Context: an optimization exercise on an open-source flow, tuned for small area and a short achievable clock period. The choices shown serve that exercise and are no tape-out recipe. Power and IR drop assume default switching activity.

==> flow/design.v <==
package riscv_pkg;
  localparam int XLEN = 32;
  localparam logic [XLEN-1:0] PC_INC = 32'd4;
  typedef enum logic [1:0] {
    CTR_SNT = 2'd0,
    CTR_WNT = 2'd1,
    CTR_WT  = 2'd2,
    CTR_ST  = 2'd3
  } ctr_e;
endpackage
import riscv_pkg::*;
module riscv_sat_counter2
(
  input  logic [1:0] ctr,
  input  logic       inc,
  output logic [1:0] ctr_next
);
  always_comb begin
    ctr_next = ctr;
    if (inc) begin
      if (ctr != CTR_ST) ctr_next = ctr + 2'd1;
    end else begin
      if (ctr != CTR_SNT) ctr_next = ctr - 2'd1;
    end
  end
endmodule
import riscv_pkg::*;
module riscv_branch_predictor
#(
  parameter int ENTRIES = 16
) (
  input  logic            clk,
  input  logic            rst,
  input  logic [XLEN-1:0] lookup_pc,
  output logic            pred_taken,
  output logic [XLEN-1:0] pred_target,
  input  logic            upd_valid,
  input  logic [XLEN-1:0] upd_pc,
  input  logic            upd_taken,
  input  logic [XLEN-1:0] upd_target,
  input  logic            upd_pred_taken,
  input  logic [XLEN-1:0] upd_pred_target,
  output logic            mispredict,
  output logic [XLEN-1:0] redirect_pc,
  output logic [XLEN-1:0] mispredict_count
);
  localparam int IDX   = $clog2(ENTRIES);
  localparam int TAG_W = XLEN - IDX - 2;
  logic [ENTRIES-1:0] valid_q;
  logic [TAG_W-1:0]   tag_q    [ENTRIES];
  logic [XLEN-1:0]    target_q [ENTRIES];
  logic [1:0]         ctr_q    [ENTRIES];
  logic [TAG_W-1:0] lk_tag, up_tag;
  logic [ENTRIES-1:0] lk_sel, up_sel;
  logic             up_hit, wrong;
  assign lk_tag = lookup_pc[XLEN-1:IDX+2];
  assign up_tag = upd_pc[XLEN-1:IDX+2];
  always_comb begin
    for (int i = 0; i < ENTRIES; i++) begin
      lk_sel[i] = (lookup_pc[IDX+1:2] == i);
      up_sel[i] = (upd_pc[IDX+1:2] == i);
    end
  end
  logic [TAG_W-1:0] lk_tag_rd, up_tag_rd;
  logic [XLEN-1:0]  lk_tgt_rd;
  logic             lk_vt_rd, up_v_rd;
  always_comb begin
    lk_tag_rd = '0;
    lk_tgt_rd = '0;
    lk_vt_rd  = 1'b0;
    up_tag_rd = '0;
    up_v_rd   = 1'b0;
    for (int i = 0; i < ENTRIES; i++) begin
      lk_tag_rd = lk_tag_rd | ({TAG_W{lk_sel[i]}} & tag_q[i]);
      lk_tgt_rd = lk_tgt_rd | ({XLEN{lk_sel[i]}} & target_q[i]);
      lk_vt_rd  = lk_vt_rd  | (lk_sel[i] & valid_q[i] & ctr_q[i][1]);
      up_tag_rd = up_tag_rd | ({TAG_W{up_sel[i]}} & tag_q[i]);
      up_v_rd   = up_v_rd   | (up_sel[i] & valid_q[i]);
    end
  end
  assign pred_taken  = lk_vt_rd && (lk_tag_rd == lk_tag);
  assign pred_target = pred_taken ? lk_tgt_rd : {lookup_pc[XLEN-1:2] + 30'd1, lookup_pc[1:0]};
  assign up_hit = up_v_rd && (up_tag_rd == up_tag);
  assign wrong  = (upd_taken != upd_pred_taken) ||
                  (upd_taken && (upd_pred_target != upd_target));
  logic [1:0] ctr_step [ENTRIES];
  always_ff @(posedge clk) begin
    for (int i = 0; i < ENTRIES; i++) begin
      if (upd_valid && upd_taken && up_sel[i]) begin
        tag_q[i]    <= up_tag;
        target_q[i] <= upd_target;
      end
      if (upd_valid && up_sel[i] && (up_hit || upd_taken))
        ctr_q[i] <= up_hit ? ctr_step[i] : CTR_WT;
    end
  end
  for (genvar g = 0; g < ENTRIES; g++) begin : g_ctr
    riscv_sat_counter2 u_ctr (
      .ctr      (ctr_q[g]),
      .inc      (upd_taken),
      .ctr_next (ctr_step[g])
    );
  end
  always_ff @(posedge clk) begin
    if (rst) valid_q <= '0;
    else if (upd_valid && upd_taken) valid_q <= valid_q | up_sel;
  end
  logic [XLEN:0] cnt_inc;
  assign cnt_inc = {1'b0, mispredict_count} + 33'd1;
  always_ff @(posedge clk) begin
    if (rst) begin
      mispredict       <= 1'b0;
      redirect_pc      <= '0;
      mispredict_count <= '0;
    end else begin
      mispredict <= upd_valid && wrong;
      if (upd_valid && wrong) begin
        redirect_pc <= upd_taken ? upd_target : {upd_pc[XLEN-1:2] + 30'd1, upd_pc[1:0]};
        if (!cnt_inc[XLEN]) mispredict_count <= cnt_inc[XLEN-1:0];
      end
    end
  end
endmodule
export LEC_CHECK = 0
export CAP_MARGIN = 20
export CORE_MARGIN = 2
export CORE_UTILIZATION = 40
export SETUP_SLACK_MARGIN = 1.5
export SLEW_MARGIN = 20
create_clock -name core_clock -period 6.5 [get_ports {clk}]
run.sh (not shown) runs the stock make flow with config.mk's settings and CLKGATE_MAP_FILE= SYNTH_SCRIPT=/design/flow/synth_recipe.tcl, a recipe that flattens the netlist after the stock synthesis.
The first run finished clean.
Then changed:
--- a/flow/design.v
+++ b/flow/design.v
@@ -61,24 +61,26 @@
       up_sel[i] = (upd_pc[IDX+1:2] == i);
     end
   end
-  logic [TAG_W-1:0] lk_tag_rd, up_tag_rd;
+  logic [TAG_W-1:0] up_tag_rd;
   logic [XLEN-1:0]  lk_tgt_rd;
   logic             lk_vt_rd, up_v_rd;
+  logic [ENTRIES-1:0] lk_match;
+  always_comb
+    for (int i = 0; i < ENTRIES; i++)
+      lk_match[i] = valid_q[i] && ctr_q[i][1] && (tag_q[i] == lk_tag);
   always_comb begin
-    lk_tag_rd = '0;
     lk_tgt_rd = '0;
     lk_vt_rd  = 1'b0;
     up_tag_rd = '0;
     up_v_rd   = 1'b0;
     for (int i = 0; i < ENTRIES; i++) begin
-      lk_tag_rd = lk_tag_rd | ({TAG_W{lk_sel[i]}} & tag_q[i]);
       lk_tgt_rd = lk_tgt_rd | ({XLEN{lk_sel[i]}} & target_q[i]);
-      lk_vt_rd  = lk_vt_rd  | (lk_sel[i] & valid_q[i] & ctr_q[i][1]);
+      lk_vt_rd  = lk_vt_rd  | (lk_sel[i] & lk_match[i]);
       up_tag_rd = up_tag_rd | ({TAG_W{up_sel[i]}} & tag_q[i]);
       up_v_rd   = up_v_rd   | (up_sel[i] & valid_q[i]);
     end
   end
-  assign pred_taken  = lk_vt_rd && (lk_tag_rd == lk_tag);
+  assign pred_taken  = lk_vt_rd;
   assign pred_target = pred_taken ? lk_tgt_rd : {lookup_pc[XLEN-1:2] + 30'd1, lookup_pc[1:0]};
   assign up_hit = up_v_rd && (up_tag_rd == up_tag);
   assign wrong  = (upd_taken != upd_pred_taken) ||
Result: Final area rises by 9.1%. Sequential power barely changes. Wire length goes up by 26%. Critical path depth went down by 3. Count of clock-buffer cells in the layout goes down by 9. Synthesized cell count goes up by 5.6%. Combinational power is higher by 15%. Setup slack improved by 1.1 ns. Sequential share of layout area shrinks by 4.5 points.
No run of this note included a check of the RTL's function; only the layout flow was run.

-- port drivers added, routing unchanged --
Ports are ideal in the flow. The routed layouts listed here were re-timed in OpenROAD. Step 1 sets driving cells, clkbuf_16 on the clock port and buf_2 on the other inputs (assumed; they add their load-dependent delay and slew). Step 2 moves the port delays by t, midway between the first and last clock arrival at a register: inputs arrive t later, outputs are due t later. That takes back most of the time a late clock gives input paths. Three values: ideal, step 1, step 2; two values: the first two.
| run | t (ns) | setup WS [ns] | clock arrival spread, ns | slew at the worst register clock pin (ns) | worst data-port slew with drivers (ns) |
|---|---|---|---|---|---|
| the first run | 0.778 | 0.143 / 0.119 / 0.119 | 0.065 / 0.066 | 0.07 / 0.07 | 0.17 |
| the second run | 0.816 | 1.245 / 1.212 / 0.773 | 0.062 / 0.061 | 0.07 / 0.07 | 0.16 |
After both steps setup and hold are still met in every run listed. For the second run, which loses most, drivers alone change the setup slack by -0.033 ns; drivers and shift together by -0.472 ns.
